From an optimization exercise on the open Yosys and OpenROAD flow, aimed at small area, a short achievable clock period and few clock cycles per item; shortcuts taken in it are not production practice. At most, simulation tests tie the RTL to the original design; equivalence was not proved. The RTL of runs 3 to 7 was laid out without a check of its function. Power and IR drop assume default switching activity.

`config.mk`:
```
export PLATFORM = sky130hd
export DESIGN_NAME = entropy_decode_top
export DESIGN_NICKNAME = entropy_decode_top
export VERILOG_FILES = /design/flow/design.v
export SDC_FILE = /design/flow/constraint.sdc
export NUM_CORES = 4
export LEC_CHECK = 0
export ABC_AREA = 1
export CAP_MARGIN = 20
export CORE_MARGIN = 2
export CORE_UTILIZATION = 55
export CTS_BUF_LIST = sky130_fd_sc_hd__clkbuf_4 sky130_fd_sc_hd__clkbuf_8
export CTS_CLUSTER_SIZE = 30
export SETUP_SLACK_MARGIN = 3.0
export SLEW_MARGIN = 20
```
`constraint.sdc`:
```
create_clock -name core_clock -period 6.5 [get_ports {Clock}]
set_input_delay 1.3000 -clock core_clock [delete_from_list [all_inputs] [get_ports {Clock}]]
set_output_delay 1.3000 -clock core_clock [all_outputs]
set_load 0.01 [all_outputs]
```
`design.v`:
```
package entropy_pkg;
	localparam int WORD_W = 16;
	localparam int ADDR_W = 18;
	localparam int COEF_W = 16;
	localparam int RAW_W = 9;    
	localparam int BLOCK_SIZE = 64;
	localparam int IDX_W = 6;
	localparam int CODE_W = 13;  
endpackage
module bit_window (
	input  logic Clock,
	input  logic Resetn,
	output logic [entropy_pkg::ADDR_W-1:0] mem_addr,
	output logic mem_rd,
	input  logic [entropy_pkg::WORD_W-1:0] mem_data,
	output logic [entropy_pkg::CODE_W-1:0] bits,
	output logic bits_valid,
	input  logic take
);
	localparam int D = 3;  
	logic [15:0] wd [D];
	logic [D-1:0] full;       
	logic [D-1:0] full_pop;   
	logic [3:0] ofs;
	logic v1, v2;
	logic [4:0] ofs_sum;
	logic pop;
	logic [31:0] pair;
	logic [4:0] nxt [16];
	logic [15:0] fit;         
	logic [2:0] busy;
	logic room, room_pop;
	assign pair = {wd[0], wd[1]};
	assign bits = 13'(pair << ofs >> 19);
	always_comb begin
		for (int o = 0; o < 16; o++) begin
			casez (pair[31 - o -: 4])
				4'b00??: nxt[o] = 5'(o + 8);
				4'b100?: nxt[o] = 5'(o + 9);
				4'b1010: nxt[o] = 5'(o + 4);
				4'b1011: nxt[o] = 5'(o + 13);
				default: nxt[o] = 5'(o + 5);
			endcase
			fit[o] = (o <= 12) && (nxt[o] <= 5'd16);
		end
	end
	assign ofs_sum = nxt[ofs];
	assign bits_valid = full[1] || (full[0] && fit[ofs]);
	assign pop = take & ofs_sum[4];
	assign full_pop = pop ? (full >> 1) : full;
	assign busy = 3'(full[0]) + 3'(full[1]) + 3'(full[2]) + 3'(mem_rd) + 3'(v1) + 3'(v2);
	assign room = busy < 3'(D);
	assign room_pop = busy <= 3'(D);
	always_ff @(posedge Clock or negedge Resetn) begin
		if (!Resetn) begin
			full <= '0;
			ofs <= '0;
			v1 <= 1'b0;
			v2 <= 1'b0;
			mem_rd <= 1'b0;
			mem_addr <= '0;
		end else begin
			mem_rd <= room || (room_pop && pop);
			if (mem_rd) mem_addr <= mem_addr + 1'b1;
			v1 <= mem_rd;
			v2 <= v1;
			full <= v2 ? {full_pop[D-2:0], 1'b1} : full_pop;
			if (take) ofs <= ofs_sum[3:0];
		end
	end
	always_ff @(posedge Clock) begin
		for (int i = 0; i < D; i++) begin
			if (v2 && !full_pop[i] && (i == 0 || full_pop[(i + D - 1) % D])) wd[i] <= mem_data;
			else if (pop && i + 1 < D) wd[i] <= wd[(i + 1) % D];
		end
	end
endmodule
module vlc_decoder (
	input  logic Clock,
	input  logic Resetn,
	input  logic [entropy_pkg::CODE_W-1:0] bits,
	input  logic bits_valid,
	output logic take,
	input  logic drain,           
	output logic code_valid,
	output logic code_eob,
	output logic code_zero,       
	output logic [3:0] code_cnt,  
	output logic [entropy_pkg::RAW_W-1:0] code_a,
	output logic [2:0] code_b
);
	logic [8:0] a;
	logic [3:0] n;
	logic eob, zero;
	always_comb begin
		a = {{6{bits[10]}}, bits[10:8]};
		n = 4'd1;
		eob = 1'b0;
		zero = 1'b0;
		casez (bits[12:9])
			4'b00??: begin
				n = 4'd2;
			end
			4'b01??: ;
			4'b100?: begin
				a = {{3{bits[9]}}, bits[9:4]};
			end
			4'b1010: begin
				eob = 1'b1;
				zero = 1'b1;
			end
			4'b1011: begin
				a = bits[8:0];
			end
			default: begin
				zero = 1'b1;
				n = (bits[10:8] == 3'd0) ? 4'd8 : {1'b0, bits[10:8]};
			end
		endcase
	end
	assign take = bits_valid && (!code_valid || drain);
	always_ff @(posedge Clock or negedge Resetn) begin
		if (!Resetn) begin
			code_valid <= 1'b0;
		end else begin
			code_valid <= take || (code_valid && !drain);
		end
	end
	always_ff @(posedge Clock) begin
		if (take) begin
			code_eob <= eob;
			code_zero <= zero;
			code_cnt <= n;
			code_a <= a;
			code_b <= bits[7:5];
		end
	end
endmodule
module coeff_sequencer (
	input  logic Clock,
	input  logic Resetn,
	input  logic start,
	input  logic code_valid,
	input  logic code_eob,
	input  logic code_zero,
	input  logic [3:0] code_cnt,
	input  logic [entropy_pkg::RAW_W-1:0] code_a,
	input  logic [2:0] code_b,
	output logic drain,
	output logic [entropy_pkg::BLOCK_SIZE-1:0] wr_en,  
	output logic [entropy_pkg::RAW_W-1:0] wr_even,
	output logic [entropy_pkg::RAW_W-1:0] wr_odd,
	output logic block_ready
);
	logic [5:0] k;
	logic [6:0] k_end;
	logic last;
	logic [entropy_pkg::RAW_W-1:0] b;
	logic q_valid;
	logic [5:0] q_first;
	logic [5:0] q_end;
	logic q_last;
	logic put;
	logic active;
	logic fin;
	assign k_end = {1'b0, k} + {3'd0, code_cnt};
	assign last = code_eob || k_end[6];
	assign b = {{6{code_b[2]}}, code_b};
	assign put = q_valid && (active || start);
	assign drain = code_valid && (!q_valid || put);
	always_ff @(posedge Clock or negedge Resetn) begin
		if (!Resetn) begin
			k <= '0;
			q_valid <= 1'b0;
		end else begin
			if (drain) k <= last ? 6'd0 : k_end[5:0];
			q_valid <= drain || (q_valid && !put);
		end
	end
	always_ff @(posedge Clock) begin
		if (drain) begin
			q_first <= k;
			q_end <= k_end[5:0];
			q_last <= last;
			wr_even <= code_zero ? '0 : (k[0] ? b : code_a);
			wr_odd <= code_zero ? '0 : (k[0] ? code_a : b);
		end
	end
	always_comb begin
		for (int s = 0; s < entropy_pkg::BLOCK_SIZE; s++) begin
			wr_en[s] = put && (6'(s) >= q_first) && (q_last || 6'(s) < q_end);
		end
	end
	always_ff @(posedge Clock or negedge Resetn) begin
		if (!Resetn) begin
			active <= 1'b0;
			fin <= 1'b0;
			block_ready <= 1'b0;
		end else begin
			active <= (active || start) && !(put && q_last);
			fin <= start && put && q_last;
			block_ready <= fin || (block_ready && !start) || (put && q_last && !start);
		end
	end
endmodule
module dequantizer (
	input  logic Clock,
	input  logic start,
	input  logic q_select,
	input  logic [entropy_pkg::BLOCK_SIZE-1:0] wr_en,  
	input  logic [entropy_pkg::RAW_W-1:0] wr_even,
	input  logic [entropy_pkg::RAW_W-1:0] wr_odd,
	input  logic [entropy_pkg::IDX_W-1:0] rd_addr,
	output logic [entropy_pkg::COEF_W-1:0] rd_data
);
	localparam logic [383:0] SCAN_OF = 384'hffeeb9c70923f7be32be5895f37cee9a1594db4b678174cad6ca1f6122c9ae979944c203a9d69034710271b3ce185040;
	logic [entropy_pkg::RAW_W-1:0] store [entropy_pkg::BLOCK_SIZE];
	logic q_sel;
	logic [entropy_pkg::RAW_W-1:0] raw;
	logic [3:0] d;
	logic [2:0] e;
	always_ff @(posedge Clock) begin
		if (start) q_sel <= q_select;  
		for (int p = 0; p < entropy_pkg::BLOCK_SIZE; p++) begin
			if (wr_en[SCAN_OF[6 * p +: 6]]) begin
				store[p] <= SCAN_OF[6 * p] ? wr_odd : wr_even;
			end
		end
	end
	assign d = {1'b0, rd_addr[5:3]} + {1'b0, rd_addr[2:0]};
	assign e = q_sel ? ((d >= 4'd10) ? 3'd6 : 3'(d[3:1]) + 3'd1) : 3'(d[3:2]) + 3'd3;
	assign raw = store[rd_addr];
	always_ff @(posedge Clock) begin
		rd_data <= {{(entropy_pkg::COEF_W - entropy_pkg::RAW_W){raw[entropy_pkg::RAW_W-1]}}, raw} << e;
	end
endmodule
module entropy_decode_top #(
	parameter int MEM_LATENCY = 2
) (
	input  logic Clock,
	input  logic Resetn,
	input  logic start,
	input  logic q_select,
	output logic [entropy_pkg::ADDR_W-1:0] mem_addr,
	output logic mem_rd,
	input  logic [entropy_pkg::WORD_W-1:0] mem_data,
	output logic block_ready,
	input  logic [entropy_pkg::IDX_W-1:0] rd_addr,
	output logic [entropy_pkg::COEF_W-1:0] rd_data
);
	logic [entropy_pkg::CODE_W-1:0] bits;
	logic bits_valid;
	logic take;
	logic drain;
	logic code_valid;
	logic code_eob;
	logic code_zero;
	logic [3:0] code_cnt;
	logic [entropy_pkg::RAW_W-1:0] code_a;
	logic [2:0] code_b;
	logic [entropy_pkg::BLOCK_SIZE-1:0] wr_en;
	logic [entropy_pkg::RAW_W-1:0] wr_even;
	logic [entropy_pkg::RAW_W-1:0] wr_odd;
	bit_window u_window (
		.Clock(Clock),
		.Resetn(Resetn),
		.mem_addr(mem_addr),
		.mem_rd(mem_rd),
		.mem_data(mem_data),
		.bits(bits),
		.bits_valid(bits_valid),
		.take(take)
	);
	vlc_decoder u_vlc (
		.Clock(Clock),
		.Resetn(Resetn),
		.bits(bits),
		.bits_valid(bits_valid),
		.take(take),
		.drain(drain),
		.code_valid(code_valid),
		.code_eob(code_eob),
		.code_zero(code_zero),
		.code_cnt(code_cnt),
		.code_a(code_a),
		.code_b(code_b)
	);
	coeff_sequencer u_seq (
		.Clock(Clock),
		.Resetn(Resetn),
		.start(start),
		.code_valid(code_valid),
		.code_eob(code_eob),
		.code_zero(code_zero),
		.code_cnt(code_cnt),
		.code_a(code_a),
		.code_b(code_b),
		.drain(drain),
		.wr_en(wr_en),
		.wr_even(wr_even),
		.wr_odd(wr_odd),
		.block_ready(block_ready)
	);
	dequantizer u_deq (
		.Clock(Clock),
		.start(start),
		.q_select(q_select),
		.wr_en(wr_en),
		.wr_even(wr_even),
		.wr_odd(wr_odd),
		.rd_addr(rd_addr),
		.rd_data(rd_data)
	);
endmodule
```
`run.sh`:
```
#!/bin/bash
# synth_recipe.tcl (not shown) runs the flow's synth.tcl, then flattens the netlist and writes it again
# the make line also repeats each setting of config.mk as NAME=value (left out here)
make -C /OpenROAD-flow-scripts/flow DESIGN_CONFIG=/design/flow/config.mk WORK_HOME=/design/flow/orfs CLKGATE_MAP_FILE= SYNTH_SCRIPT=/design/flow/synth_recipe.tcl finish
```
==> results.cfg, run 1 <==
[setup_path]
r2r-end = u_window.wd[1][11]
cpPeakStageDelay_ns = 0.51
critPathSlowestCell = sky130_fd_sc_hd__a211oi_1
worst-r2r-cell-count = 14
crit_path_end_kind = flip-flop
first_element_of_the_critical_path = start
critical_path.most_common_cell = sky130_fd_sc_hd__buf_4
stages_on_the_worst_setup_path = 11
crit_chain = clkdlybuf4s50_1 > buf_4 > nor2_1 > nor2_1 > buf_4 > clkinvlp_4 > buf_4 > nor2_1 > inv_1 > a211oi_1 > buf_4
regToRegSetupSlack_ns = 3.21
crit_required_ns = 6.95
worst-path-buf-inv = 7
crit-reg2reg-launch = u_window.ofs[3]
critical-path-top-delay-family = buffers and inverters
worst-setup-path-type = in -> reg
crit_path_max_fanout = 19
crit_end = u_deq.store[4][3]
crit_arrival_ns = 3.91
startpoint_type = input port

[timing]
hold_ws_ns = 0.392
setup_repair_after_global_routing_missed_its_margin = no
max_slew_margin = 0.205
tightest_slew_ns = 1.19
max_freq_ghz = 0.289
fin_tns_setup_ns = 0
timing.clock.skew_ns = 0.0557
min_period_ns = 3.46
final.period_utilization = 0.533
final-hold-violation-count = 0
final_setup_violations = 0
report.final.slew_viol_count = 0

[route]
route.detailed.wl_per_inst_um = 23.9
detail_route.wirelength_um = 100000
drtIter0Drc = 3063
dr.pass1.iters = 7
route.vias.total = 24100
postRouteAntennaNets = 0
route.detailed.drc = 0
viasPerCell = 5.77

[global_routing]
gr-usage-all-layers = 0.336
initial_antenna_violation_count = 2
grt_max_degree = 65
grt_first_pass_wirelength_um = 147000
vias_in_the_first_global_route = 23200
grt_remaining_overflow = 0

[cells_and_area]
multiInputGateArea_mm2 = 0.0101
postLayoutCellArea_mm2 = 0.0369
drive_above_1_share = 0.127
stdcell_count = 4177
num-fill-cells = 4604
regArea_mm2 = 0.0215
final_net_count = 3362
layout-area-overhead-vs-synth_pct = 15.1

[logic_synthesis]
yosys.cell_count.top_type = sky130_fd_sc_hd__nand2_1
synth.area.top_cells = sky130_fd_sc_hd__edfxtp_1, sky130_fd_sc_hd__nand2_1, sky130_fd_sc_hd__nand3_1, sky130_fd_sc_hd__nor2_1, sky130_fd_sc_hd__dfrtp_1
synth_area_mm2 = 0.0321
synthTopCellsByCount = sky130_fd_sc_hd__nand2_1, sky130_fd_sc_hd__edfxtp_1, sky130_fd_sc_hd__nor2_1
avgSynthCellArea_um2 = 10.3
ys_ff_latch = 729
mappedNetlistNets = 3163
synth_edf_count = 674
synth_top_area_share = 0.631
postSynth.asyncResetShare = 0.0535
synth_cell_type_count = 57
ys_seq_area_frac = 0.671
postSynthCellCount = 3119
yosysWarningCount = 7
synth_top_cell_by_area = sky130_fd_sc_hd__edfxtp_1
postSynth.topFlopCell = sky130_fd_sc_hd__edfxtp_1

[pwr]
power_leakage_nw = 15.0
vdd.ir_drop.worst_mv = 0.522
power.total_mw = 20.1
pwr_density_cell_mw_per_mm2 = 544

[clocking]
h-tree-depth = 3
tritoncts_num_sinks = 729
tritoncts = yes
clkSlewWorstSetupHoldPaths_ns = 0.06
clock-root-buffer = sky130_fd_sc_hd__clkbuf_8
clock_tree_buffer_depth = 3
numCtsBuffers = 113
clkLatencyLatePin_ns = 0.75

[placed_design]
dp_wirelength_um = 68400
portBuffers = 61
cell_count_after_placement = 3951
placement.cell_area_mm2 = 0.0340
gp_congestion = 1.05

[job]
cap_violations = 0

[floorplanning]
start_util = 0.556
chipWidth_um = 246
top_level_ports = 62
placeableCoreArea_mm2 = 0.0577
die_height_um = 246
fp-row-count = 88
fp.dieArea_mm2 = 0.0603

[status]
result_of_the_run = timing/DRC/antenna clean

[min_path]
min_path_type = reg -> reg
## stage by stage
step	utilization	setup WS [ns]
floorplan	-	3.03
global placement	0.590	1.48
detailed placement	0.590	1.45
CTS	0.635	2.72
global route	0.640	3.01
finish	0.640	3.04
## cell usage in the layout, fill, tap and decap left out, types with 6 or more instances in the layout
| cell type | instances |
|---|---|
| sky130_fd_sc_hd__or2_2 | 12 |
| sky130_fd_sc_hd__nand3_1 | 284 |
| sky130_fd_sc_hd__clkinv_1 | 22 |
| sky130_fd_sc_hd__xnor2_1 | 6 |
| sky130_fd_sc_hd__nor2_4 | 32 |
| sky130_fd_sc_hd__nand4_1 | 38 |
| sky130_fd_sc_hd__buf_4 | 96 |
| sky130_fd_sc_hd__dfxtp_1 | 16 |
| sky130_fd_sc_hd__nor2_2 | 36 |
| sky130_fd_sc_hd__o22ai_1 | 10 |
| sky130_fd_sc_hd__clkbuf_8 | 119 |
| sky130_fd_sc_hd__nand2_2 | 13 |
| sky130_fd_sc_hd__nor2_1 | 310 |
| sky130_fd_sc_hd__clkinvlp_4 | 7 |
| sky130_fd_sc_hd__a211oi_1 | 24 |
| sky130_fd_sc_hd__o21ai_0 | 90 |
| sky130_fd_sc_hd__clkdlybuf4s50_1 | 54 |
| sky130_fd_sc_hd__clkbuf_4 | 49 |
| sky130_fd_sc_hd__edfxtp_1 | 674 |
| sky130_fd_sc_hd__o211ai_1 | 10 |
| sky130_fd_sc_hd__nor3_1 | 25 |
| sky130_fd_sc_hd__a221oi_1 | 6 |
| sky130_fd_sc_hd__clkinv_2 | 14 |
| sky130_fd_sc_hd__a21oi_1 | 71 |
| sky130_fd_sc_hd__inv_1 | 160 |
| sky130_fd_sc_hd__ha_1 | 12 |
| sky130_fd_sc_hd__xor2_1 | 12 |
| sky130_fd_sc_hd__dfrtp_1 | 36 |
| sky130_fd_sc_hd__nand2_1 | 1061 |
## area by class of cell
cell class / count / share of cell area
repair inverters: 1 / 0.000203
multi-input cells: 2135 / 0.273
clock inverters: 40 / 0.00715
inverters: 176 / 0.0187
repair buffers: 162 / 0.0375
clock buffers: 168 / 0.0543
flip-flops and latches: 729 / 0.584
well taps: 765 / 0.0259
diodes: 1 / 0.0000678
## timing repair
item                       CTS  global route
resized for setup           86            57
hold buffers                 0             0
buffers inserted             7             9
setup endpoints to repair  150           123
gates cloned                 1             0
pin swaps                    3             4
## registers in the layout (all words and copies together), names as in the netlist, 3 cells and up
name	count
u_seq.q_end	6
u_vlc.code_cnt	4
u_deq.rd_data	16
u_deq.store	576
u_seq.wr_even	9
u_window.full	3
u_seq.q_first	6
u_window.mem_addr	18
u_vlc.code_a	9
u_seq.wr_odd	9
u_seq.k	6
u_vlc.code_b	3
u_window.wd	48
u_window.ofs	4
## power by group
part	switching, mW	leakage (nW)	internal [mW]
sequential	1.15	7.08	8.65
combinational	4.85	6.74	1.59
clock	1.78	1.22	2.06
## cells by family after synthesis
logic type,synth area share
adders and majority gates,0.00819
muxes,0.000936
DFF,0.671
buffers and inverters,0.0312
and+or+nand+nor,0.236
AOI/OAI and AO/OA,0.0475
xor gates and xnor gates,0.00491
## worst min path at each step
stage	cells past startpoint	endpoint	slack, ns	startpoint
CTS	0	u_window.v2	0.39	u_window.v1
detailed placement	0	u_window.v2	0.38	u_window.v1
finish	0	u_window.v2	0.39	u_window.v1
floorplan	0	u_window.v2	0.35	u_window.v1
global route	0	u_window.v2	0.40	u_window.v1
global placement	0	u_window.v2	0.37	u_window.v1
## routing by layer
layer,track usage,share of wire
met3,0.0588,0.090
met4,0.173,0.051
met1,0.436,0.39
met2,0.545,0.47
met5,0,0
Testbench counts, summed over its fixed seeds: cycles 25,229, blocks 320.
==> inputs of run 2 (changes only) <==
--- a/config.mk
+++ b/config.mk
@@ -5,7 +5,6 @@
 export SDC_FILE = /design/flow/constraint.sdc
 export NUM_CORES = 4
 export LEC_CHECK = 0
-export ABC_AREA = 1
 export CAP_MARGIN = 20
 export CORE_MARGIN = 2
 export CORE_UTILIZATION = 55
==> results.cfg, run 2 <==
[logic_synthesis]
synth_top_area_share = 0.625
synth_edf_count = 674
postSynthCellCount = 2519
avgSynthCellArea_um2 = 12.9
postSynth.topFlopCell = sky130_fd_sc_hd__edfxtp_1
synth.area.top_cells = sky130_fd_sc_hd__edfxtp_1, sky130_fd_sc_hd__nand3_1, sky130_fd_sc_hd__dfrtp_1, sky130_fd_sc_hd__mux2_2, sky130_fd_sc_hd__nand4_1
mappedNetlistNets = 2563
postSynth.asyncResetShare = 0.0535
synth_area_mm2 = 0.0324
yosys.cell_count.top_type = sky130_fd_sc_hd__edfxtp_1
ys_ff_latch = 729
ys_seq_area_frac = 0.665
synth_cell_type_count = 85
yosysWarningCount = 7
synthTopCellsByCount = sky130_fd_sc_hd__edfxtp_1, sky130_fd_sc_hd__nand3_1, sky130_fd_sc_hd__nand2_1
synth_top_cell_by_area = sky130_fd_sc_hd__edfxtp_1

[route]
postRouteAntennaNets = 0
dr.pass1.iters = 10
viasPerCell = 7.03
route.detailed.wl_per_inst_um = 34.0
route.vias.total = 24600
detail_route.wirelength_um = 119000
route.detailed.drc = 0
drtIter0Drc = 3934

[global_routing]
grt_remaining_overflow = 0
gr-usage-all-layers = 0.391
grt_first_pass_wirelength_um = 167000
vias_in_the_first_global_route = 23500
grt_max_degree = 72
initial_antenna_violation_count = 4

[timing]
final_setup_violations = 0
fin_tns_setup_ns = 0
max_slew_margin = 0.126
final.period_utilization = 0.562
min_period_ns = 3.65
setup_repair_after_global_routing_missed_its_margin = yes
max_freq_ghz = 0.274
timing.clock.skew_ns = 0.0509
report.final.slew_viol_count = 0
final-hold-violation-count = 0
tightest_slew_ns = 1.31

[floorplanning]
fp.dieArea_mm2 = 0.0608
start_util = 0.559
die_height_um = 247
chipWidth_um = 247
placeableCoreArea_mm2 = 0.0579
top_level_ports = 62
fp-row-count = 88

[status]
result_of_the_run = timing/DRC/antenna clean

[job]
cap_violations = 0

[cells_and_area]
regArea_mm2 = 0.0215
layout-area-overhead-vs-synth_pct = 16.3
multiInputGateArea_mm2 = 0.0108
stdcell_count = 3500
largest_reg_flops = 576
final_common_cell = sky130_fd_sc_hd__edfxtp_1
layout.cells.most_common_list = sky130_fd_sc_hd__edfxtp_1, sky130_fd_sc_hd__nand3_1, sky130_fd_sc_hd__nand2_1
largestRegisters = u_deq.store (576), u_window.wd (48), u_window.mem_addr (18)
final_net_count = 2683
most_flop_heavy_register = u_deq.store
num-fill-cells = 4427
drive_above_1_share = 0.197

[clocking]
tritoncts_num_sinks = 729
clock-root-buffer = sky130_fd_sc_hd__clkbuf_8
clkLatencyLatePin_ns = 0.77
h-tree-depth = 3
cts.hold.buffers_added = 0
numCtsBuffers = 116
tritoncts = yes
clkSlewWorstSetupHoldPaths_ns = 0.06
clock_tree_buffer_depth = 3

[setup_path]
r2r-end = u_window.wd[2][15]
crit-reg2reg-launch = u_window.wd[0][3]
crit_path_end_kind = flip-flop
crit_arrival_ns = 4.01
startpoint_type = input port
worst-r2r-cell-count = 10
regToRegSetupSlack_ns = 3.12
crit_path_max_fanout = 9
worst-setup-path-type = in -> reg
crit_required_ns = 6.86

[pwr]
pwr_density_cell_mw_per_mm2 = 577
vdd.ir_drop.worst_mv = 0.399
power_leakage_nw = 13.0
power.total_mw = 21.7

[placed_design]
dp_wirelength_um = 74200
gp_congestion = 0.955
cell_count_after_placement = 3254
portBuffers = 61

[min_path]
end_point_of_the_worst_hold_path = u_window.v2
hp-start = u_window.v1
hold-path-cell-count = 0
min_path_type = reg -> reg
==> run 2: cell types whose count changed after synthesis, moves of 55 or more <==
cell and change:
sky130_fd_sc_hd__mux2_2 +70, sky130_fd_sc_hd__inv_1 -131, sky130_fd_sc_hd__nor2_1 -247, sky130_fd_sc_hd__nand2_1 -935, sky130_fd_sc_hd__nand3_1 +163, sky130_fd_sc_hd__nand4_1 +85, sky130_fd_sc_hd__clkbuf_1 +55
==> run 2: metrics by stage <==
step                 util  cell area [um2]  setup slack [ns]  hold slack [ns]
floorplan               -            32500              2.97            0.354
global placement    0.595            34400              1.48            0.363
detailed placement  0.596            34500              1.43            0.370
CTS                 0.643            37200              2.99            0.367
global route        0.650            37600              2.87            0.364
finish              0.650            37600              2.85            0.358
==> run 2: routing by layer <==
layer / GRT usage / wire [um]
met4: 0.269 / 10200
met3: 0.115 / 16900
met2: 0.578 / 51200
met5: 0 / 32
met1: 0.499 / 40600
==> run 2: worst max-delay path by stage <==
stage,start,to,slack [ns],depth (start not counted)
global placement,rd_addr[5],u_deq.rd_data[7],1.48,11
floorplan,rd_addr[2],u_deq.rd_data[10],2.97,12
CTS,start,u_deq.store[6][6],2.99,6
detailed placement,rd_addr[5],u_deq.rd_data[7],1.43,11
global route,start,u_deq.store[6][4],2.87,6
finish,start,u_deq.store[6][6],2.85,6
==> run 2: power by group <==
part / internal, mW / switching [mW]
logic: 2.26 / 5.79
clock network: 2.08 / 1.83
registers: 8.58 / 1.17
==> run 2: cell type report <==
type                    instances  area share
diodes                          1   0.0000665
clock buffers                 170      0.0537
multi-input cells            1566       0.287
repair buffers                189      0.0501
well taps                     765      0.0254
inverters                      37     0.00369
clock inverters                43     0.00748
flip-flops and latches        729       0.572
==> run 2: worst max-delay path, stage by stage <==
cell and delay, ns:
sky130_fd_sc_hd__clkdlybuf4s50_1 0.57, sky130_fd_sc_hd__o21ai_1 0.09, sky130_fd_sc_hd__buf_4 0.16, sky130_fd_sc_hd__nor2_2 0.41, sky130_fd_sc_hd__o21ai_0 0.45, sky130_fd_sc_hd__a21oi_2 1.01
==> run 2: cell families (layout without fill, tap and decap cells) <==
kind of cell	Yosys count	count (layout)	synth area share
AO/OA/AOI/OAI	340	340	0.0702
XOR/XNOR	23	23	0.00622
adder cells (fa/ha/maj)	18	18	0.00812
buffers and inverters	229	439	0.0300
flip-flops	729	729	0.665
multiplexers	121	121	0.0478
other	0	1	0
AND/OR/NAND/NOR	1059	1064	0.172
==> run 2: timing repair <==
item	CTS	global route
setup endpoints to repair	260	98
endpoints found under the hold margin	0	0
resized for setup	53	44
pin swaps	11	10
setup buffers	12	14
cloned	4	1
==> inputs of run 3 (changes only) <==
--- a/design.v
+++ b/design.v
@@ -188,7 +188,9 @@
 	end
 	always_comb begin
 		for (int s = 0; s < entropy_pkg::BLOCK_SIZE; s++) begin
-			wr_en[s] = put && (6'(s) >= q_first) && (q_last || 6'(s) < q_end);
+			logic in_run;
+			in_run = q_valid && (6'(s) >= q_first) && (q_last || 6'(s) < q_end);
+			wr_en[s] = (in_run && active) || (in_run && start);
 		end
 	end
 	always_ff @(posedge Clock or negedge Resetn) begin
--- a/config.mk
+++ b/config.mk
@@ -5,6 +5,7 @@
 export SDC_FILE = /design/flow/constraint.sdc
 export NUM_CORES = 4
 export LEC_CHECK = 0
+export ABC_AREA = 1
 export CAP_MARGIN = 20
 export CORE_MARGIN = 2
 export CORE_UTILIZATION = 55
==> results.cfg, run 3 <==
[logic_synthesis]
post_synth_xor_area_fraction = 0.00517
ys_seq_area_frac = 0.670
synth_adder_area_share = 0.00817
ys_ff_latch = 729
postSynthCellCount = 3141
postSynth.topFlopCell = sky130_fd_sc_hd__edfxtp_1
synthTopCellsByCount = sky130_fd_sc_hd__nand2_1, sky130_fd_sc_hd__edfxtp_1, sky130_fd_sc_hd__nor2_1
avgSynthCellArea_um2 = 10.2
yosys.cell_count.top_type = sky130_fd_sc_hd__nand2_1
combinational_family_with_the_most_area_after_synthesis = simple AND/OR/NAND/NOR gates
synth_top_cell_by_area = sky130_fd_sc_hd__edfxtp_1
synth_mux_area_frac = 0.000934
synth.area.top_cells = sky130_fd_sc_hd__edfxtp_1, sky130_fd_sc_hd__nand2_1, sky130_fd_sc_hd__nand3_1, sky130_fd_sc_hd__nor2_1, sky130_fd_sc_hd__dfrtp_1
yosysWarningCount = 7
simple_logic_cell_fraction_of_the_synthesized_area = 0.240
synth_edf_count = 674
compound_gate_portion_of_the_synthesized_area = 0.0440
synth_top_area_share = 0.629
synth_area_mm2 = 0.0322
postSynth.asyncResetShare = 0.0535
synth_cell_type_count = 55
mappedNetlistNets = 3185

[clocking]
tritoncts_num_sinks = 729
clock_tree_buffer_depth = 3
clock-root-buffer = sky130_fd_sc_hd__clkbuf_8
clkSlewWorstSetupHoldPaths_ns = 0.06
numCtsBuffers = 114
tritoncts = yes
cts.hold.buffers_added = 0
h-tree-depth = 3
clkLatencyLatePin_ns = 0.74

[setup_path]
crit_path_max_fanout = 68
crit_end = u_deq.rd_data[6]
crit-reg2reg-launch = u_window.ofs[3]
regToRegSetupSlack_ns = 3.21
r2r-end = u_window.wd[0][14]
critPathSlowestCell = sky130_fd_sc_hd__clkbuf_2
cpPeakStageDelay_ns = 0.29
critical_path.most_common_cell = sky130_fd_sc_hd__nand2_1
startpoint_type = input port
worst-path-buf-inv = 4
first_element_of_the_critical_path = rd_addr[5]
critical-path-top-delay-family = simple AND/OR/NAND/NOR gates
crit_path_end_kind = flip-flop
worst-r2r-cell-count = 13
crit_arrival_ns = 3.95
crit_required_ns = 7.13
worst-setup-path-type = in -> reg
crit_chain = clkbuf_2 > nor2_4 > clkbuf_8 > inv_4 > nor2_1 > inv_1 > nor2_1 > nor2_1 > nand2_1 > nor2_1 > nand2_1 > nor2_2 > nand3_1 > nand3_1 > nand2_1 > nand2_1 > nand2_1
stages_on_the_worst_setup_path = 17

[cells_and_area]
num-fill-cells = 4676
final_common_cell = sky130_fd_sc_hd__nand2_1
largestRegisters = u_deq.store (576), u_window.wd (48), u_window.mem_addr (18)
layout.cells.most_common_list = sky130_fd_sc_hd__nand2_1, sky130_fd_sc_hd__edfxtp_1, sky130_fd_sc_hd__nor2_1
stdcell_count = 4189
drive_above_1_share = 0.122
most_flop_heavy_register = u_deq.store
final_net_count = 3373
largest_reg_flops = 576
layout-area-overhead-vs-synth_pct = 15.1
final_util = 0.640

[route]
route.detailed.wl_per_inst_um = 23.8
route.detailed.drc = 0
viasPerCell = 5.85
dr.pass1.iters = 5
route.vias.total = 24500
postRouteAntennaNets = 0
drtIter0Drc = 2897
detail_route.wirelength_um = 99500

[floorplanning]
chipWidth_um = 246
start_util = 0.556
top_level_ports = 62
placeableCoreArea_mm2 = 0.0578
fp.dieArea_mm2 = 0.0604
fp-row-count = 88
die_height_um = 246

[timing]
tightest_slew_ns = 1.18
report.final.slew_viol_count = 0
final-hold-violation-count = 0
max_slew_margin = 0.210
final_setup_violations = 0
max_freq_ghz = 0.301
final.period_utilization = 0.511
timing.clock.skew_ns = 0.0363
min_period_ns = 3.32
fin_tns_setup_ns = 0
setup_repair_after_global_routing_missed_its_margin = no

[placed_design]
portBuffers = 61
gp_congestion = 1.01
cell_count_after_placement = 3965
dp_wirelength_um = 68300

[pwr]
vdd.ir_drop.worst_mv = 0.524
power.total_mw = 20.2
power_leakage_nw = 15.1
pwr_density_cell_mw_per_mm2 = 547

[status]
result_of_the_run = timing/DRC/antenna clean

[global_routing]
initial_antenna_violation_count = 7
grt_remaining_overflow = 0
grt_max_degree = 102
vias_in_the_first_global_route = 23300
gr-usage-all-layers = 0.331
grt_first_pass_wirelength_um = 146000

[min_path]
min_path_type = reg -> reg

[job]
cap_violations = 0
[run 3: cell count changes in the layout (fill, tap and decap cells not counted), moves of 16 or more]
| cell | change |
|---|---|
| sky130_fd_sc_hd__inv_1 | +137 |
| sky130_fd_sc_hd__nand2_1 | +911 |
| sky130_fd_sc_hd__nor2_1 | +224 |
| sky130_fd_sc_hd__nor2_4 | +17 |
| sky130_fd_sc_hd__nor2_2 | +33 |
| sky130_fd_sc_hd__nand2b_1 | -31 |
| sky130_fd_sc_hd__nand4_1 | -84 |
| sky130_fd_sc_hd__mux2i_1 | -26 |
| sky130_fd_sc_hd__nand3_1 | -137 |
| sky130_fd_sc_hd__mux2_2 | -70 |
| sky130_fd_sc_hd__buf_6 | -16 |
| sky130_fd_sc_hd__buf_12 | -17 |
[run 3: kinds of logic (layout without fill, tap and decap cells)]
family                     count (synthesis)  in the layout
AOI/OAI and AO/OA                        234            235
xor gates and xnor gates                  19             19
adders and majority gates                 18             18
buffers and inverters                    262            542
DFF                                      729            729
muxes                                      3              3
other                                      0              2
and+or+nand+nor                         1876           1876
[run 3: what timing repair did]
| action | CTS | global route |
|---|---|---|
| pin swaps | 2 | 1 |
| setup buffers | 4 | 5 |
| setup endpoints to repair | 239 | 88 |
| gates resized for setup | 58 | 72 |
| cloned | 0 | 1 |
[run 3: how the worst min path moves through the flow]
stage | end | start | depth (start not counted)
floorplan | u_window.v2 | u_window.v1 | 0
global placement | u_window.v2 | u_window.v1 | 0
detailed placement | u_window.v2 | u_window.v1 | 0
CTS | u_window.v2 | u_window.v1 | 0
global route | u_window.v2 | u_window.v1 | 0
finish | u_window.v2 | u_window.v1 | 0
[run 3: stage by stage]
step                      setup slack (ns)  hold WS, ns  cell area, um2
after CTS                             3.00        0.387           36700
after floorplan                       2.77        0.354           32200
after global routing                  3.03        0.399           37000
after detailed placement              1.58        0.372           34200
after global placement                1.56        0.361           34100
final                                 3.18        0.390           37000
[run 3: layout make-up]
type,instances,area (um2),share of cell area
Inverter,184,701,0.0189
Multi-Input combinational cell,2151,10200,0.275
Clock inverter,52,389,0.0105
Clock buffer,157,1940,0.0523
Tap cell,765,957,0.0259
Sequential cell,729,21500,0.582
Antenna cell,2,5.00,0.000135
Timing Repair Buffer,149,1310,0.0354
[run 3: report_power, final]
| part | total [mW] | switching [mW] | internal (mW) |
|---|---|---|---|
| sequential | 9.84 | 1.24 | 8.61 |
| combinational | 6.47 | 4.88 | 1.59 |
| clock | 3.93 | 1.80 | 2.13 |
| total | 20.2 | 7.92 | 12.3 |
[run 3: routing by layer]
layer	routed length (um)	global-route usage	up-vias
met1	40300	0.464	11900
met5	11	0	-
met3	9730	0.0559	178
met4	3090	0.120	2
met2	46300	0.525	1280
li1	-	-	11200
==> inputs of run 4 (changes only) <==
--- a/config.mk
+++ b/config.mk
@@ -9,7 +9,8 @@
 export CAP_MARGIN = 20
 export CORE_MARGIN = 2
 export CORE_UTILIZATION = 55
-export CTS_BUF_LIST = sky130_fd_sc_hd__clkbuf_4 sky130_fd_sc_hd__clkbuf_8
+export CTS_BUF_LIST = sky130_fd_sc_hd__clkbuf_8 sky130_fd_sc_hd__clkbuf_16
+export CTS_CLUSTER_DIAMETER = 150
 export CTS_CLUSTER_SIZE = 30
 export SETUP_SLACK_MARGIN = 3.0
 export SLEW_MARGIN = 20
==> results.cfg, run 4 <==
[status]
result_of_the_run = timing/DRC/antenna clean

[min_path]
hp-start = u_window.v1
hold-path-cell-count = 0
end_point_of_the_worst_hold_path = u_window.v2
min_path_type = reg -> reg

[logic_synthesis]
synth_top_cell_by_area = sky130_fd_sc_hd__edfxtp_1
synth_top_area_share = 0.629
yosysWarningCount = 7
synth_area_mm2 = 0.0322
yosys.cell_count.top_type = sky130_fd_sc_hd__nand2_1
postSynthCellCount = 3141
avgSynthCellArea_um2 = 10.2
synth_cell_type_count = 55
postSynth.topFlopCell = sky130_fd_sc_hd__edfxtp_1
synth_edf_count = 674
synth.area.top_cells = sky130_fd_sc_hd__edfxtp_1, sky130_fd_sc_hd__nand2_1, sky130_fd_sc_hd__nand3_1, sky130_fd_sc_hd__nor2_1, sky130_fd_sc_hd__dfrtp_1
mappedNetlistNets = 3185
postSynth.asyncResetShare = 0.0535
ys_ff_latch = 729
synthTopCellsByCount = sky130_fd_sc_hd__nand2_1, sky130_fd_sc_hd__edfxtp_1, sky130_fd_sc_hd__nor2_1
ys_seq_area_frac = 0.670

[cells_and_area]
stdcell_count = 4030
final_common_cell = sky130_fd_sc_hd__nand2_1
final_net_count = 3286
layout-area-overhead-vs-synth_pct = 10.5
largest_reg_flops = 576
layout.cells.most_common_list = sky130_fd_sc_hd__nand2_1, sky130_fd_sc_hd__edfxtp_1, sky130_fd_sc_hd__nor2_1
most_flop_heavy_register = u_deq.store
largestRegisters = u_deq.store (576), u_window.wd (48), u_window.mem_addr (18)
drive_above_1_share = 0.0821

[floorplanning]
fp.dieArea_mm2 = 0.0604
start_util = 0.556
placeableCoreArea_mm2 = 0.0578
top_level_ports = 62
fp-row-count = 88
chipWidth_um = 246
die_height_um = 246

[global_routing]
grt_first_pass_wirelength_um = 143000
initial_antenna_violation_count = 6
grt_remaining_overflow = 0
gr-usage-all-layers = 0.323
grt_max_degree = 102
vias_in_the_first_global_route = 22400

[timing]
final_setup_violations = 0
max_freq_ghz = 0.293
final-hold-violation-count = 0
max_slew_margin = 0.184
fin_tns_setup_ns = 0
setup_repair_after_global_routing_missed_its_margin = yes
final.period_utilization = 0.526
tightest_slew_ns = 1.22
report.final.slew_viol_count = 0
min_period_ns = 3.42
layout_setup_ws_ns = 3.08
timing.clock.skew_ns = 0.0385

[setup_path]
crit-reg2reg-launch = u_window.ofs[3]
crit_chain = dlygate4sd2_1 > o21ai_4 > nor2_1 > nand2_1 > a2111oi_4
crit_path_max_fanout = 14
crit_required_ns = 6.76
worst-setup-path-type = in -> reg
crit_arrival_ns = 3.67
critPathSlowestCell = sky130_fd_sc_hd__a2111oi_4
critical-path-top-delay-family = compound AO/OA/AOI/OAI gates
r2r-end = u_window.wd[0][6]
worst-r2r-cell-count = 13
regToRegSetupSlack_ns = 3.20
worst-path-buf-inv = 1
crit_path_end_kind = flip-flop
cpPeakStageDelay_ns = 0.93
startpoint_type = input port

[clocking]
tritoncts_num_sinks = 729
h-tree-depth = 1
numCtsBuffers = 28
clkSlewWorstSetupHoldPaths_ns = 0.11
tritoncts = yes
clock-root-buffer = sky130_fd_sc_hd__clkbuf_16
clkLatencyLatePin_ns = 0.64
clock_tree_buffer_depth = 3
cts.hold.buffers_added = 0

[route]
dr.pass1.iters = 5
route.detailed.wl_per_inst_um = 24.1
detail_route.wirelength_um = 97300
route.vias.total = 23800
viasPerCell = 5.89
route.detailed.drc = 0
drtIter0Drc = 3303
postRouteAntennaNets = 0

[job]
cap_violations = 0

[placed_design]
cell_count_after_placement = 3965
pre_cts_slack_ns = 1.58
gp_congestion = 1.01
portBuffers = 61
dp_wirelength_um = 68300

[pwr]
vdd.ir_drop.worst_mv = 0.474
pwr_density_cell_mw_per_mm2 = 520
power_leakage_nw = 14.3
==> run 4: routing by layer <==
metal	track usage	share of wire	vias to the layer above	wire, um
met1	0.465	0.42	11500	40400
met5	0	0	-	0
li1	-	-	10900	-
met4	0.0863	0.028	0	2710
met2	0.523	0.47	1182	45500
met3	0.0411	0.090	136	8730
==> run 4: how the worst max path moves through the flow <==
stage                              end  depth (start not counted)  slack [ns]  startpoint
finish              u_deq.store[29][3]                          5        3.08       start
global route          u_deq.rd_data[6]                         17        2.97  rd_addr[1]
CTS                   u_deq.rd_data[6]                         15        2.99  rd_addr[2]
detailed placement    u_deq.rd_data[6]                         14        1.58  rd_addr[0]
global placement      u_deq.rd_data[9]                         14        1.56  rd_addr[5]
floorplan            u_deq.store[8][0]                          3        2.77       start
==> run 4: logic make-up after synthesis <==
family,share of synthesized area
xor+xnor,0.00517
compound gates,0.0440
flops,0.670
fa+ha+maj,0.00817
mux,0.000934
buf+inv,0.0323
simple gates,0.240
==> run 4: timing repair <==
| action | in CTS | in global routing |
|---|---|---|
| gates cloned | 0 | 0 |
| endpoints found under the hold margin | 0 | 0 |
| setup endpoints to repair | 315 | 71 |
| resized for setup | 91 | 49 |
| pin swaps | 3 | 0 |
| setup buffers | 8 | 1 |
==> run 4: worst register-to-register path, stage by stage (launching register included) <==
cell	delay, ns
sky130_fd_sc_hd__dfrtp_2	0.52
sky130_fd_sc_hd__nor2_2	0.39
sky130_fd_sc_hd__inv_1	0.16
sky130_fd_sc_hd__nor2_1	0.23
sky130_fd_sc_hd__inv_1	0.08
sky130_fd_sc_hd__nor3_1	0.20
sky130_fd_sc_hd__nor3_1	0.08
sky130_fd_sc_hd__nand2_1	0.23
sky130_fd_sc_hd__nand3_4	0.23
sky130_fd_sc_hd__nand2_1	0.17
sky130_fd_sc_hd__o21ai_4	0.12
sky130_fd_sc_hd__inv_4	0.18
sky130_fd_sc_hd__nand2_4	0.17
sky130_fd_sc_hd__nand2_4	0.23
==> run 4: final cells by class <==
| type | count | area, um2 |
|---|---|---|
| Antenna cell | 1 | 2.50 |
| Sequential cell | 729 | 21500 |
| Clock buffer | 29 | 726 |
| Clock inverter | 23 | 113 |
| Multi-Input combinational cell | 2150 | 10200 |
| Timing Repair Buffer | 149 | 1320 |
| Inverter | 184 | 704 |
| Tap cell | 765 | 957 |
| Fill cell | 4732 | 22300 |
==> run 4: stage by stage <==
stage / instance area [um2] / hold WS, ns / total power, mW / util
floorplan: 32200 / 0.354 / 12.9 / -
global placement: 34100 / 0.361 / 15.9 / 0.590
detailed placement: 34200 / 0.372 / 16.1 / 0.591
CTS: 35300 / 0.399 / 18.3 / 0.611
global route: 35500 / 0.404 / 19.3 / 0.615
finish: 35500 / 0.408 / 18.5 / 0.615
==> run 4: power breakdown <==
group	leakage (nW)	internal (mW)	switching (mW)
combinational	6.79	1.59	4.87
clock	0.486	0.828	1.38
sequential	7.05	8.58	1.23
==> inputs of run 5 (changes only) <==
--- a/config.mk
+++ b/config.mk
@@ -10,7 +10,7 @@
 export CORE_MARGIN = 2
 export CORE_UTILIZATION = 55
 export CTS_BUF_LIST = sky130_fd_sc_hd__clkbuf_8 sky130_fd_sc_hd__clkbuf_16
-export CTS_CLUSTER_DIAMETER = 150
-export CTS_CLUSTER_SIZE = 30
-export SETUP_SLACK_MARGIN = 3.0
+export CTS_CLUSTER_DIAMETER = 120
+export CTS_CLUSTER_SIZE = 25
+export SETUP_SLACK_MARGIN = 3.3
 export SLEW_MARGIN = 20
==> results.cfg, run 5 <==
[status]
result_of_the_run = timing/DRC/antenna clean

[setup_path]
crit_path_end_kind = flip-flop
worst-setup-path-type = reg -> reg
regToRegSetupSlack_ns = 3.19
crit-reg2reg-launch = u_seq.q_end[1]
worst-r2r-cell-count = 7
crit_arrival_ns = 3.67
crit_required_ns = 6.86
r2r-end = u_deq.store[38][3]
crit_path_max_fanout = 9
startpoint_type = flip-flop

[route]
route.vias.total = 24200
drtIter0Drc = 2863
route.detailed.wl_per_inst_um = 24.3
viasPerCell = 5.99
dr.pass1.iters = 6
postRouteAntennaNets = 0
detail_route.wirelength_um = 98300
route.detailed.drc = 0

[pwr]
power_leakage_nw = 14.5
vdd.ir_drop.worst_mv = 0.347
seq_power_share = 0.507
power.switching_fraction = 0.402
share_clk_of_total_power = 0.132
combinational_share_of_power = 0.360
power.total_mw = 18.8
pwr_density_cell_mw_per_mm2 = 521
p_int_mw = 11.3
netSwitchingPower_mw = 7.57

[cells_and_area]
num-fill-cells = 4671
layout.cells.most_common_list = sky130_fd_sc_hd__nand2_1, sky130_fd_sc_hd__edfxtp_1, sky130_fd_sc_hd__nand3_1
largest_reg_flops = 576
largestRegisters = u_deq.store (576), u_window.wd (48), u_window.mem_addr (18)
stdcell_count = 4050
antenna_cells_inserted = 0
final_net_count = 3302
drive_above_1_share = 0.0995
final_util = 0.625
layout-area-overhead-vs-synth_pct = 12.4
postLayoutCellArea_mm2 = 0.0362
most_flop_heavy_register = u_deq.store
final_common_cell = sky130_fd_sc_hd__nand2_1

[timing]
max_slew_margin = 0.312
fin_tns_setup_ns = 0
tightest_slew_ns = 1.03
layout_setup_ws_ns = 3.19
final-hold-violation-count = 0
final.period_utilization = 0.509
timing.clock.skew_ns = 0.0249
min_period_ns = 3.31
setup_repair_after_global_routing_missed_its_margin = yes
max_freq_ghz = 0.302
hold_ws_ns = 0.364
report.final.slew_viol_count = 0
final_setup_violations = 0

[logic_synthesis]
synth_edf_count = 674
avgSynthCellArea_um2 = 10.2
postSynth.asyncResetShare = 0.0535
yosysWarningCount = 7
synthTopCellsByCount = sky130_fd_sc_hd__nand2_1, sky130_fd_sc_hd__edfxtp_1, sky130_fd_sc_hd__nor2_1
synth_area_mm2 = 0.0322
synth_top_area_share = 0.629
postSynthCellCount = 3141
mappedNetlistNets = 3185
synth_cell_type_count = 55
yosys.cell_count.top_type = sky130_fd_sc_hd__nand2_1
synth_top_cell_by_area = sky130_fd_sc_hd__edfxtp_1
ys_seq_area_frac = 0.670
synth.area.top_cells = sky130_fd_sc_hd__edfxtp_1, sky130_fd_sc_hd__nand2_1, sky130_fd_sc_hd__nand3_1, sky130_fd_sc_hd__nor2_1, sky130_fd_sc_hd__dfrtp_1
ys_ff_latch = 729
postSynth.topFlopCell = sky130_fd_sc_hd__edfxtp_1

[placed_design]
gp_congestion = 0.959
cell_count_after_placement = 3962
dp_wirelength_um = 66000
placement.cell_area_mm2 = 0.0342
pre_cts_slack_ns = 1.45
portBuffers = 61

[global_routing]
vias_in_the_first_global_route = 23300
gr-usage-all-layers = 0.327
grt_remaining_overflow = 0
grt_first_pass_wirelength_um = 145000
initial_antenna_violation_count = 0
grt_max_degree = 68

[clocking]
clkLatencyLatePin_ns = 0.61
clock-root-buffer = sky130_fd_sc_hd__clkbuf_16
h-tree-depth = 2
clkSlewWorstSetupHoldPaths_ns = 0.10
numCtsBuffers = 35
tritoncts = yes
tritoncts_num_sinks = 729
clock_tree_buffer_depth = 3

[min_path]
hold-path-cell-count = 0
hp-start = u_window.v1
min_path_type = reg -> reg
end_point_of_the_worst_hold_path = u_window.v2

[floorplanning]
fp-row-count = 88
chipWidth_um = 246
placeableCoreArea_mm2 = 0.0578
die_height_um = 246
top_level_ports = 62
start_util = 0.556
fp.dieArea_mm2 = 0.0604

[job]
cap_violations = 0
-- run 5: cell counts after synthesis --
Identical to the previous run, type by type.
-- run 5: metal layers --
layer	wire, um	track usage
met1	37700	0.429
met2	47300	0.542
met3	8630	0.0449
met4	4700	0.151
met5	0	0
-- run 5: power groups by stage --
| stage | logic [mW] | registers, mW | clock network (mW) |
|---|---|---|---|
| 3_3_place_gp | 6.30 | 9.58 | 0 |
| 4_1_cts | 6.61 | 9.53 | 2.52 |
| 3_5_place_dp | 6.40 | 9.65 | 0 |
| 6_report | 6.79 | 9.56 | 2.49 |
| 2_1_floorplan | 3.46 | 9.48 | 0 |
| 5_1_grt | 7.30 | 9.74 | 2.67 |
-- run 5: cell type report --
class / count / area, um2 / share of cell area
multi-input combinational: 2152 / 10500 / 0.291
sequential: 729 / 21500 / 0.596
tap: 765 / 957 / 0.0265
clock buffer: 36 / 901 / 0.0249
inverter: 184 / 709 / 0.0196
clock inverter: 28 / 140 / 0.00388
timing repair buffer: 156 / 1380 / 0.0383
-- run 5: cell families after synthesis --
kind of cell / count (synthesis) / synth area share
AOI/OAI and AO/OA: 234 / 0.0440
muxes: 3 / 0.000934
xor gates and xnor gates: 19 / 0.00517
buffers and inverters: 262 / 0.0323
and+or+nand+nor: 1876 / 0.240
adders and majority gates: 18 / 0.00817
DFF: 729 / 0.670
-- run 5: worst max-delay path: stages (launching register included) --
cell,delay [ns]
sky130_fd_sc_hd__edfxtp_1,0.58
sky130_fd_sc_hd__nor2_1,0.43
sky130_fd_sc_hd__inv_1,0.27
sky130_fd_sc_hd__nor2_1,0.61
sky130_fd_sc_hd__inv_1,0.32
sky130_fd_sc_hd__nor4_1,0.44
sky130_fd_sc_hd__nor3_1,0.19
sky130_fd_sc_hd__buf_4,0.24
-- run 5: how the worst max path moves through the flow --
stage / start / to / slack (ns) / cells past startpoint
2_1_floorplan: start / u_window.wd[2][0] / 3.30 / 7
4_1_cts: rd_addr[3] / u_deq.rd_data[7] / 3.30 / 17
3_5_place_dp: rd_addr[5] / u_deq.rd_data[6] / 1.45 / 14
3_3_place_gp: rd_addr[5] / u_deq.rd_data[6] / 1.54 / 14
5_1_grt: u_seq.q_end[1] / u_deq.store[38][4] / 3.26 / 7
6_report: u_seq.q_end[1] / u_deq.store[38][3] / 3.19 / 7
-- run 5: timing repair --
item / CTS / global route
cloned: 0 / 2
hold buffers: 0 / 0
pin swaps: 6 / 8
setup buffers: 13 / 8
setup endpoints to repair: 268 / 155
gates resized for setup: 168 / 58
==> inputs of run 6 (changes only) <==
--- a/config.mk
+++ b/config.mk
@@ -12,5 +12,5 @@
 export CTS_BUF_LIST = sky130_fd_sc_hd__clkbuf_8 sky130_fd_sc_hd__clkbuf_16
 export CTS_CLUSTER_DIAMETER = 120
 export CTS_CLUSTER_SIZE = 25
-export SETUP_SLACK_MARGIN = 3.3
+export SETUP_SLACK_MARGIN = 3.6
 export SLEW_MARGIN = 20
==> results.cfg, run 6 <==
[floorplanning]
fp-row-count = 88
start_util = 0.556
chipWidth_um = 246
fp.dieArea_mm2 = 0.0604
top_level_ports = 62
placeableCoreArea_mm2 = 0.0578
die_height_um = 246

[cells_and_area]
final_net_count = 3434
drive_above_1_share = 0.185
largestRegisters = u_deq.store (576), u_window.wd (48), u_window.mem_addr (18)
layout-area-overhead-vs-synth_pct = 20.8
layout.cells.most_common_list = sky130_fd_sc_hd__nand2_1, sky130_fd_sc_hd__edfxtp_1, sky130_fd_sc_hd__nand3_1
most_flop_heavy_register = u_deq.store
final_common_cell = sky130_fd_sc_hd__nand2_1
largest_reg_flops = 576

[route]
dr.pass1.iters = 6
route.detailed.drc = 0
viasPerCell = 5.94
route.vias.total = 24800
postRouteAntennaNets = 0
route.detailed.wl_per_inst_um = 24.2
drtIter0Drc = 2772
detail_route.wirelength_um = 101000

[clocking]
numCtsBuffers = 35
clkLatencyLatePin_ns = 0.60
tritoncts = yes
clkSlewWorstSetupHoldPaths_ns = 0.10
clock_tree_buffer_depth = 3
h-tree-depth = 2
cts.hold.buffers_added = 0
tritoncts_num_sinks = 729
clock-root-buffer = sky130_fd_sc_hd__clkbuf_16

[logic_synthesis]
synth_top_cell_by_area = sky130_fd_sc_hd__edfxtp_1
postSynth.topFlopCell = sky130_fd_sc_hd__edfxtp_1
synth_area_mm2 = 0.0322
ys_seq_area_frac = 0.670
postSynthCellCount = 3141
postSynth.asyncResetShare = 0.0535
synth_edf_count = 674
yosys.cell_count.top_type = sky130_fd_sc_hd__nand2_1
synth_top_area_share = 0.629
synthTopCellsByCount = sky130_fd_sc_hd__nand2_1, sky130_fd_sc_hd__edfxtp_1, sky130_fd_sc_hd__nor2_1
mappedNetlistNets = 3185
yosysWarningCount = 7
ys_ff_latch = 729
synth_cell_type_count = 55
avgSynthCellArea_um2 = 10.2
synth.area.top_cells = sky130_fd_sc_hd__edfxtp_1, sky130_fd_sc_hd__nand2_1, sky130_fd_sc_hd__nand3_1, sky130_fd_sc_hd__nor2_1, sky130_fd_sc_hd__dfrtp_1

[global_routing]
grt_first_pass_wirelength_um = 145000
grt_max_degree = 52
initial_antenna_violation_count = 1
vias_in_the_first_global_route = 23200
gr-usage-all-layers = 0.326
grt_remaining_overflow = 0

[placed_design]
gp_congestion = 1.01
portBuffers = 61
dp_wirelength_um = 65500

[pwr]
vdd.ir_drop.worst_mv = 0.578
power.total_mw = 20.1
power_leakage_nw = 15.6
pwr_density_cell_mw_per_mm2 = 517

[setup_path]
crit_required_ns = 6.99
worst-r2r-cell-count = 15
r2r-end = u_window.wd[1][2]
regToRegSetupSlack_ns = 3.64
crit-reg2reg-launch = u_window.ofs[3]
crit_path_end_kind = flip-flop
startpoint_type = input port
crit_path_max_fanout = 10
worst-setup-path-type = in -> reg
crit_arrival_ns = 3.46

[timing]
final.period_utilization = 0.456
max_slew_margin = 0.348
max_freq_ghz = 0.337
report.final.slew_viol_count = 0
final-hold-violation-count = 0
timing.clock.skew_ns = 0.0302
setup_repair_after_global_routing_missed_its_margin = yes
final_setup_violations = 0
tightest_slew_ns = 0.979
fin_tns_setup_ns = 0
min_period_ns = 2.97

[min_path]
hp-start = u_window.v1
end_point_of_the_worst_hold_path = u_window.v2
min_path_type = reg -> reg
hold-path-cell-count = 0

[status]
result_of_the_run = timing/DRC/antenna clean

[job]
cap_violations = 0
==> run 6: where the power goes <==
part / switching (mW) / total (mW) / internal (mW)
clock: 1.42 / 2.45 / 1.02
combinational: 5.75 / 8.14 / 2.38
sequential: 0.918 / 9.49 / 8.57
==> run 6: worst max path at each step <==
| stage | cells past startpoint | to | startpoint | slack, ns |
|---|---|---|---|---|
| after floorplan | 3 | u_deq.store[8][0] | start | 3.18 |
| after global placement | 14 | u_deq.rd_data[10] | rd_addr[5] | 1.62 |
| after detailed placement | 15 | u_deq.rd_data[10] | rd_addr[5] | 1.53 |
| after CTS | 6 | u_deq.store[7][2] | start | 3.60 |
| after global routing | 16 | u_deq.rd_data[12] | rd_addr[5] | 3.47 |
| final | 16 | u_deq.rd_data[12] | rd_addr[0] | 3.53 |
==> run 6: cell families (layout without fill, tap and decap cells) <==
group           Yosys count  after routing  share of synthesized area
fa+ha+maj                18             18                    0.00817
mux                       3              3                   0.000934
compound gates          234            234                     0.0440
other cells               0              1                          0
buf+inv                 262            517                     0.0323
flops                   729            729                      0.670
simple gates           1876           1885                      0.240
xor+xnor                 19             19                    0.00517
==> run 6: critical path: stages <==
cell                       delay (ns)
sky130_fd_sc_hd__buf_12          0.13
sky130_fd_sc_hd__ha_4            0.16
sky130_fd_sc_hd__fa_2            0.38
sky130_fd_sc_hd__xnor2_4         0.23
sky130_fd_sc_hd__inv_2           0.08
sky130_fd_sc_hd__ha_4            0.18
sky130_fd_sc_hd__nor2_1          0.11
sky130_fd_sc_hd__nand2_1         0.07
sky130_fd_sc_hd__a21boi_4        0.15
sky130_fd_sc_hd__buf_12          0.15
sky130_fd_sc_hd__clkinv_8        0.07
sky130_fd_sc_hd__nand3_2         0.10
sky130_fd_sc_hd__nand2_1         0.10
sky130_fd_sc_hd__nand2_1         0.08
sky130_fd_sc_hd__nand3_1         0.10
sky130_fd_sc_hd__nand2_1         0.06
==> run 6: through the flow <==
stage | worst slack (ns) | utilization | hold WS, ns | instances | area, um2
after floorplan | 3.18 | - | 0.354 | 3141 | 32600
after global placement | 1.62 | 0.593 | 0.367 | 3945 | 34300
after detailed placement | 1.53 | 0.594 | 0.371 | 3948 | 34300
after CTS | 3.60 | 0.644 | 0.392 | 4072 | 37200
after global routing | 3.47 | 0.672 | 0.411 | 4170 | 38800
final | 3.53 | 0.672 | 0.390 | 4171 | 38800
==> run 6: layout make-up <==
cell class	count	area [um2]
Sequential cell	729	21500
Fill cell	4325	19000
Multi-Input combinational cell	2159	11600
Timing Repair Buffer	281	2940
Tap cell	765	957
Clock buffer	36	901
Inverter	184	788
Clock inverter	16	104
Antenna cell	1	2.50
==> run 6: metal layers <==
metal / track usage / routed length (um) / vias up
met5: 0 / 12 / -
met4: 0.134 / 5080 / 2
met3: 0.0482 / 8760 / 281
met2: 0.537 / 48200 / 1299
met1: 0.438 / 39000 / 11900
li1: - / - / 11300
==> run 6: what timing repair did <==
action	4_1_cts	5_1_grt
gates cloned	8	8
gates resized for setup	300	202
setup endpoints to repair	686	345
setup buffers	64	89
pin swaps	26	60
==> inputs of run 7 (changes only) <==
--- a/design.v
+++ b/design.v
@@ -231,7 +231,22 @@
 	end
 	assign d = {1'b0, rd_addr[5:3]} + {1'b0, rd_addr[2:0]};
 	assign e = q_sel ? ((d >= 4'd10) ? 3'd6 : 3'(d[3:1]) + 3'd1) : 3'(d[3:2]) + 3'd3;
-	assign raw = store[rd_addr];
+	always_comb begin
+		logic [7:0] row_hot, col_hot;
+		logic [entropy_pkg::RAW_W-1:0] row_val;
+		for (int i = 0; i < 8; i++) begin
+			row_hot[i] = (rd_addr[5:3] == 3'(i));
+			col_hot[i] = (rd_addr[2:0] == 3'(i));
+		end
+		raw = '0;
+		for (int r = 0; r < 8; r++) begin
+			row_val = '0;
+			for (int c = 0; c < 8; c++) begin
+				row_val = row_val | (store[8 * r + c] & {entropy_pkg::RAW_W{col_hot[c]}});
+			end
+			raw = raw | (row_val & {entropy_pkg::RAW_W{row_hot[r]}});
+		end
+	end
 	always_ff @(posedge Clock) begin
 		rd_data <= {{(entropy_pkg::COEF_W - entropy_pkg::RAW_W){raw[entropy_pkg::RAW_W-1]}}, raw} << e;
 	end
--- a/config.mk
+++ b/config.mk
@@ -9,8 +9,7 @@
 export CAP_MARGIN = 20
 export CORE_MARGIN = 2
 export CORE_UTILIZATION = 55
-export CTS_BUF_LIST = sky130_fd_sc_hd__clkbuf_8 sky130_fd_sc_hd__clkbuf_16
-export CTS_CLUSTER_DIAMETER = 120
-export CTS_CLUSTER_SIZE = 25
-export SETUP_SLACK_MARGIN = 3.6
+export CTS_BUF_LIST = sky130_fd_sc_hd__clkbuf_4 sky130_fd_sc_hd__clkbuf_8
+export CTS_CLUSTER_SIZE = 30
+export SETUP_SLACK_MARGIN = 3.0
 export SLEW_MARGIN = 20
==> results.cfg, run 7 <==
[placed_design]
gp_congestion = 0.973
dp_wirelength_um = 69000
portBuffers = 61
placement.cell_area_mm2 = 0.0345
pre_cts_slack_ns = 1.57

[cells_and_area]
final_util = 0.631
regArea_mm2 = 0.0215
largest_reg_flops = 576
final_common_cell = sky130_fd_sc_hd__nand2_1
layout-area-overhead-vs-synth_pct = 13.8
postLayoutCellArea_mm2 = 0.0372
layout.cells.most_common_list = sky130_fd_sc_hd__nand2_1, sky130_fd_sc_hd__edfxtp_1, sky130_fd_sc_hd__nor2_1
final_net_count = 3385
most_flop_heavy_register = u_deq.store
num-fill-cells = 4783
largestRegisters = u_deq.store (576), u_window.wd (48), u_window.mem_addr (18)
multiInputGateArea_mm2 = 0.00986
drive_above_1_share = 0.113

[route]
route.detailed.drc = 0
postRouteAntennaNets = 0
route.vias.total = 25400
drtIter0Drc = 3019
route.detailed.wl_per_inst_um = 25.8
dr.pass1.iters = 6
detail_route.wirelength_um = 108000
viasPerCell = 6.05

[global_routing]
grt_max_degree = 62
vias_in_the_first_global_route = 24700
grt_remaining_overflow = 0
initial_antenna_violation_count = 2
gr-usage-all-layers = 0.357
grt_first_pass_wirelength_um = 159000

[setup_path]
crit_arrival_ns = 3.95
crit_path_max_fanout = 15
startpoint_type = input port
crit_path_end_kind = flip-flop
worst-setup-path-type = in -> reg
crit_required_ns = 6.91

[pwr]
power_leakage_nw = 15.2
vdd.ir_drop.worst_mv = 0.366
pwr_density_cell_mw_per_mm2 = 570
power.total_mw = 21.2

[timing]
min_period_ns = 3.54
layout_setup_ws_ns = 2.96
timing.clock.skew_ns = 0.0390
setup_repair_after_global_routing_missed_its_margin = no
fin_tns_setup_ns = 0
report.final.slew_viol_count = 0
max_slew_margin = 0.146
final-hold-violation-count = 0
final_setup_violations = 0
tightest_slew_ns = 1.28
final.period_utilization = 0.545
max_freq_ghz = 0.282

[logic_synthesis]
mappedNetlistNets = 3232
synth.area.top_cells = sky130_fd_sc_hd__edfxtp_1, sky130_fd_sc_hd__nand2_1, sky130_fd_sc_hd__nor2_1, sky130_fd_sc_hd__nand4_1, sky130_fd_sc_hd__dfrtp_1
postSynth.asyncResetShare = 0.0535
yosysWarningCount = 7
synth_top_cell_by_area = sky130_fd_sc_hd__edfxtp_1
avgSynthCellArea_um2 = 10.2
synth_edf_count = 674
synth_top_area_share = 0.620
postSynth.topFlopCell = sky130_fd_sc_hd__edfxtp_1
synth_cell_type_count = 57
ys_seq_area_frac = 0.659
synthTopCellsByCount = sky130_fd_sc_hd__nand2_1, sky130_fd_sc_hd__edfxtp_1, sky130_fd_sc_hd__nor2_1
yosys.cell_count.top_type = sky130_fd_sc_hd__nand2_1
synth_area_mm2 = 0.0327
postSynthCellCount = 3188
ys_ff_latch = 729

[clocking]
clock-root-buffer = sky130_fd_sc_hd__clkbuf_8
h-tree-depth = 3
cts.hold.buffers_added = 0
tritoncts = yes
clkLatencyLatePin_ns = 0.75
tritoncts_num_sinks = 729
clock_tree_buffer_depth = 3
clkSlewWorstSetupHoldPaths_ns = 0.07
numCtsBuffers = 115

[floorplanning]
fp-row-count = 89
start_util = 0.554
top_level_ports = 62
die_height_um = 248
fp.dieArea_mm2 = 0.0614
placeableCoreArea_mm2 = 0.0589
chipWidth_um = 248

[status]
result_of_the_run = timing/DRC/antenna clean

[job]
cap_violations = 0

[min_path]
min_path_type = reg -> reg
==> run 7: changes by cell type after synthesis, sizes merged, moves of 4 or more <==
cell,delta
a21oi,-7
buf,+60
inv,+35
nand2,+42
nand3,-186
nand4,+132
nor2,-96
o21ai,+68
or2,-8
xor2,+4
==> run 7: area by class of cell <==
cell class / count / area share
antenna: 2 / 0.000135
clock buffer: 162 / 0.0526
clock inverter: 44 / 0.0122
inverter: 221 / 0.0231
multi-input combinational: 2100 / 0.265
sequential: 729 / 0.580
tap: 773 / 0.0260
timing repair buffer: 174 / 0.0407
==> run 7: metrics by stage <==
step | hold WS (ns) | cells
detailed placement | 0.364 | 3987
floorplan | 0.354 | 3188
finish | 0.384 | 4205
global route | 0.394 | 4204
global placement | 0.365 | 3987
CTS | 0.386 | 4197
==> run 7: power by group <==
group	internal (mW)	leakage (nW)	switching, mW	total (mW)
clock network	2.26	1.25	1.83	4.09
registers	8.65	7.08	0.979	9.63
logic	1.77	6.86	5.71	7.47
==> run 7: cell families after synthesis <==
group,count (synthesis),share of synthesized area
AOI/OAI and AO/OA,298,0.0538
xor gates and xnor gates,21,0.00563
adders and majority gates,18,0.00804
buffers and inverters,360,0.0460
DFF,729,0.659
muxes,3,0.000919
and+or+nand+nor,1759,0.226
==> run 7: worst paths after layout <==
check                            startpoint                   end  slack [ns]  depth (start not counted)
max                                   start     u_deq.store[3][4]        2.96                          7
min                             u_window.v1           u_window.v2        0.38                          0
max reg2reg                u_seq.q_first[4]    u_deq.store[33][4]        3.21                          6
min reg2reg                     u_window.v1           u_window.v2        0.38                          0
max in group asynchronous            Resetn       u_window.ofs[0]        5.03                          1
min in group asynchronous            Resetn  u_window.mem_addr[0]        0.70                          1
==> run 7: per-layer routing <==
metal | vias up | wire, um | track usage | share of wire
li1 | 11300 | - | - | -
met3 | 308 | 11800 | 0.0634 | 0.11
met5 | - | 0 | 0 | 0
met1 | 12200 | 40300 | 0.468 | 0.37
met2 | 1669 | 50300 | 0.575 | 0.46
met4 | 0 | 5990 | 0.184 | 0.055
==> run 7: worst max-delay path, cell delays in order <==
cell                              delay, ns
sky130_fd_sc_hd__clkdlybuf4s50_1       0.78
sky130_fd_sc_hd__o21ai_1               0.13
sky130_fd_sc_hd__buf_4                 0.23
sky130_fd_sc_hd__nor2_1                0.24
sky130_fd_sc_hd__nand2_1               0.28
sky130_fd_sc_hd__a211oi_1              0.57
sky130_fd_sc_hd__buf_4                 0.38
==> run 7: what timing repair did <==
item,4_1_cts,5_1_grt
buffers inserted,4,4
resized for setup,20,27
endpoints found under the setup margin,59,118
pin swaps,1,2
cloned,0,1

-- port drivers added, routing unchanged --
The flow's constraints put no driver on any port. The routed layouts listed below were extracted and timed again, unchanged, in two steps. Step 1 assumes that a clkbuf_16 drives the clock port and a buf_2 every other input. Step 2 moves the port delays by t, midway between the first and last clock arrival at a register: inputs arrive t later, outputs are due t later. That takes back most of the time a late clock gives input paths. a / b / c = ideal ports / drivers / drivers and shift; a / b = the first two.
| run | t, ns | setup slack, ns | latest minus earliest clock arrival (ns) | worst slew at a driven data input, ns | cell pins on the clock port's net |
|---|---|---|---|---|---|
| run 1 | 0.783 | 3.036 / 3.074 / 2.290 | 0.061 / 0.061 | 0.07 | 1 |
| run 2 | 0.807 | 2.848 / 2.885 / 2.078 | 0.052 / 0.052 | 0.08 | 1 |
| run 3 | 0.780 | 3.179 / 3.208 / 2.428 | 0.038 / 0.039 | 0.03 | 1 |
| run 4 | 0.688 | 3.083 / 3.128 / 2.441 | 0.041 / 0.041 | 0.03 | 1 |
| run 5 | 0.661 | 3.189 / 3.189 / 2.721 | 0.028 / 0.027 | 0.04 | 1 |
| run 6 | 0.648 | 3.533 / 3.549 / 2.901 | 0.036 / 0.036 | 0.07 | 1 |
| run 7 | 0.788 | 2.957 / 2.988 / 2.199 | 0.053 / 0.053 | 0.05 | 1 |
After both steps every run listed still meets setup and hold. The setup slack of run 2, which loses most, moves by +0.037 ns with the drivers and by -0.770 ns with both steps.
